Background: an optimization exercise with open tools, aiming at small area. Do not read the settings as production practice. Function was checked by simulation only, so behaviour that the tests miss may differ from the original.

==> flow/design.v <==
module regfile_scoreboard #(
    parameter int unsigned DWIDTH  = 32,
    parameter int unsigned NREGS   = 32,
    parameter int unsigned NRD     = 2,
    parameter logic [DWIDTH-1:0] SP_INIT = DWIDTH'(32'h0001_0000),
    localparam int unsigned AW     = $clog2(NREGS)
) (
    input  logic                  clk,
    input  logic                  rst,
    input  logic [NRD*AW-1:0]     rs_i,
    output logic [NRD*DWIDTH-1:0] rsdata_o,
    output logic [NRD-1:0]        rsbusy_o,
    input  logic                  iss_valid_i,
    input  logic [AW-1:0]         iss_rd_i,
    output logic                  iss_ready_o,
    input  logic                  wb_valid_i,
    input  logic [AW-1:0]         wb_rd_i,
    input  logic [DWIDTH-1:0]     wb_data_i,
    input  logic                  flush_i,
    output logic                  err_o
);
    localparam int unsigned NR = NREGS - 1;   
    logic [DWIDTH-1:0] regs_q [NREGS];
    logic [NREGS-1:0]  busy_q, busy_d;
    logic [NREGS-1:0]  wr_q;
    logic [NREGS-1:0]  wb_sel, iss_sel;
    logic              err_q, err_d;
    logic              wb_fire, claim_fire, iss_busy;
    always_comb begin
        for (int i = 0; i < NREGS; i++) begin
            wb_sel[i]  = wb_valid_i && (wb_rd_i == AW'(i)) && (i != 0);
            iss_sel[i] = (iss_rd_i == AW'(i)) && (i != 0);
        end
    end
    assign wb_fire = wb_valid_i && (wb_rd_i != '0);
    regfile_aoi_or #(.N(NR)) u_iss_busy (
        .s_i(iss_sel[NREGS-1:1]), .d_i(busy_q[NREGS-1:1]), .y_o(iss_busy)
    );
    assign iss_ready_o = !iss_busy || (wb_valid_i && (wb_rd_i == iss_rd_i));
    assign claim_fire  = iss_valid_i && iss_ready_o && (iss_rd_i != '0);
    assign err_o       = err_q;
    logic wb_busy;
    regfile_aoi_or #(.N(NR)) u_wb_busy (
        .s_i(wb_sel[NREGS-1:1]), .d_i(busy_q[NREGS-1:1]), .y_o(wb_busy)
    );
    always_comb begin
        busy_d[0] = 1'b0;
        for (int i = 1; i < NREGS; i++) begin
            busy_d[i] = !flush_i && ((busy_q[i] && !wb_sel[i]) || (claim_fire && iss_sel[i]));
        end
        err_d = err_q || (wb_fire && !wb_busy && !flush_i);
    end
    always_ff @(posedge clk or negedge rst) begin
        if (!rst) begin
            busy_q <= '0;
            wr_q   <= '0;
            err_q  <= 1'b0;
        end else begin
            busy_q <= busy_d;
            wr_q   <= wr_q | wb_sel;
            err_q  <= err_d;
        end
    end
    for (genvar i = 1; i < NREGS; i++) begin : g_reg
        always_ff @(posedge clk) begin
            if (wb_sel[i]) begin
                regs_q[i] <= wb_data_i;
            end
        end
    end
    for (genvar k = 0; k < NRD; k++) begin : g_rp
        logic [AW-1:0]    ra;
        logic [NREGS-1:0] rdec;    
        logic [NREGS-1:0] rsel;    
        logic             rsp;     
        assign ra = rs_i[k*AW +: AW];
        always_comb begin
            for (int i = 0; i < NREGS; i++) begin
                rdec[i] = (ra == AW'(i)) && (i != 0);
                rsel[i] = rdec[i] && wr_q[i];
            end
            rsp = rdec[2] && !wr_q[2];
        end
        regfile_aoi_or #(.N(NR)) u_busy (
            .s_i(rdec[NREGS-1:1]), .d_i(busy_q[NREGS-1:1]), .y_o(rsbusy_o[k])
        );
        for (genvar b = 0; b < DWIDTH; b++) begin : g_rb
            logic [NR-1:0] d;
            for (genvar i = 1; i < NREGS; i++) begin : g_d
                assign d[i-1] = regs_q[i][b];
            end
            if (SP_INIT[b]) begin : g_sp
                regfile_aoi_or #(.N(NR + 1)) u_or (
                    .s_i({rsp, rsel[NREGS-1:1]}), .d_i({1'b1, d}), .y_o(rsdata_o[k*DWIDTH + b])
                );
            end else begin : g_nsp
                regfile_aoi_or #(.N(NR)) u_or (
                    .s_i(rsel[NREGS-1:1]), .d_i(d), .y_o(rsdata_o[k*DWIDTH + b])
                );
            end
        end
    end
endmodule
module regfile_aoi_or #(
    parameter int unsigned N = 31
) (
    input  logic [N-1:0] s_i,
    input  logic [N-1:0] d_i,
    output logic         y_o
);
    localparam int unsigned NG = (N + 2) / 3;
    logic [NG-1:0] g_n;
    for (genvar g = 0; g < NG; g++) begin : g_grp
        if (3*g + 3 <= N) begin : g_3
            regfile_aoi3 u_aoi (.s_i(s_i[3*g +: 3]), .d_i(d_i[3*g +: 3]), .y_no(g_n[g]));
        end else if (3*g + 2 == N) begin : g_2
            regfile_aoi2 u_aoi (.s_i(s_i[3*g +: 2]), .d_i(d_i[3*g +: 2]), .y_no(g_n[g]));
        end else begin : g_1
            assign g_n[g] = ~(s_i[3*g] & d_i[3*g]);
        end
    end
    regfile_nandn #(.N(NG)) u_nand (.a_i(g_n), .y_o(y_o));
endmodule
module regfile_aoi3 (
    input  logic [2:0] s_i,
    input  logic [2:0] d_i,
    output logic       y_no
);
    assign y_no = ~|(s_i & d_i);
endmodule
module regfile_aoi2 (
    input  logic [1:0] s_i,
    input  logic [1:0] d_i,
    output logic       y_no
);
    assign y_no = ~|(s_i & d_i);
endmodule
module regfile_nandn #(
    parameter int unsigned N = 11
) (
    input  logic [N-1:0] a_i,
    output logic         y_o
);
    assign y_o = ~&a_i;
endmodule
export LEC_CHECK = 0
export CAP_MARGIN = 20
export CORE_MARGIN = 2
export CORE_UTILIZATION = 50
export SLEW_MARGIN = 20
export SYNTH_HIERARCHICAL = 1
export SYNTH_MINIMUM_KEEP_SIZE = 0
export BUFFER_PORTS_ARGS = -buffer_cell sky130_fd_sc_hd__buf_1
export CTS_ARGS = -sink_clustering_enable -repair_clock_nets -dont_use_dummy_load -buf_list sky130_fd_sc_hd__clkbuf_8 -sink_clustering_size 16 -sink_clustering_max_diameter 100
create_clock -name core_clock -period 8.0 [get_ports {clk}]
standard.sh (not shown) runs the stock make flow with config.mk's settings and CLKGATE_MAP_FILE= SYNTH_SCRIPT=/design/flow/synth_recipe.tcl, a recipe that flattens the netlist after the stock synthesis.
==> flow/flow/run.sh <==
#!/bin/bash
# The standard layout, with two changes:
#  - ports are buffered with the smallest buffer (buf_1) instead of the default pick;
#  - clock tree: larger sink clusters, clkbuf_8 only, no dummy loads.
set -euo pipefail
cat >> config.mk <<'C'
export BUFFER_PORTS_ARGS = -buffer_cell sky130_fd_sc_hd__buf_1
export CTS_ARGS = -sink_clustering_enable -repair_clock_nets -dont_use_dummy_load -buf_list sky130_fd_sc_hd__clkbuf_8 -sink_clustering_size 16 -sink_clustering_max_diameter 100
C
bash standard.sh > standard.log 2>&1
Then changed:
--- a/flow/config.mk
+++ b/flow/config.mk
@@ -9,3 +9,3 @@
 export CORE_MARGIN = 2
-export CORE_UTILIZATION = 50
+export CORE_UTILIZATION = 70
 export SLEW_MARGIN = 20
Cell area decreases by 1.5%.
Clock skew decreases by 0.070 ns.
Routed wire length decreases by 7.8%.

## separate check: timing with driven ports
No port has a modelled driver above. Below, the same layouts with a new extraction and two added sets of constraints. Step 1 (the two cells are an assumption about what drives the block):
set clk [get_ports {clk}]
set_driving_cell -lib_cell sky130_fd_sc_hd__clkbuf_16 $clk
set_driving_cell -lib_cell sky130_fd_sc_hd__buf_2 [delete_from_list [all_inputs] $clk]
Step 2, shift: input delay + t, output delay - t, t = (earliest + latest rising clock arrival at the registers) / 2. This alone moves slack from input paths to output paths. Three values: no drivers, after step 1, after step 2; two values: the first two.
| run | shift t [ns] | slack for setup (ns) | worst hold slack (ns) |
|---|---|---|---|
| the first run | 0.751 | 1.439 / 1.411 / 1.411 | 0.489 / 0.489 / 0.489 |
| the second run | 0.760 | 1.626 / 1.572 / 1.572 | 0.478 / 0.478 / 0.478 |
After both steps setup and hold are still met in every run listed. For the second run, which loses most, drivers alone change the setup slack by -0.054 ns; drivers and shift together by -0.054 ns.
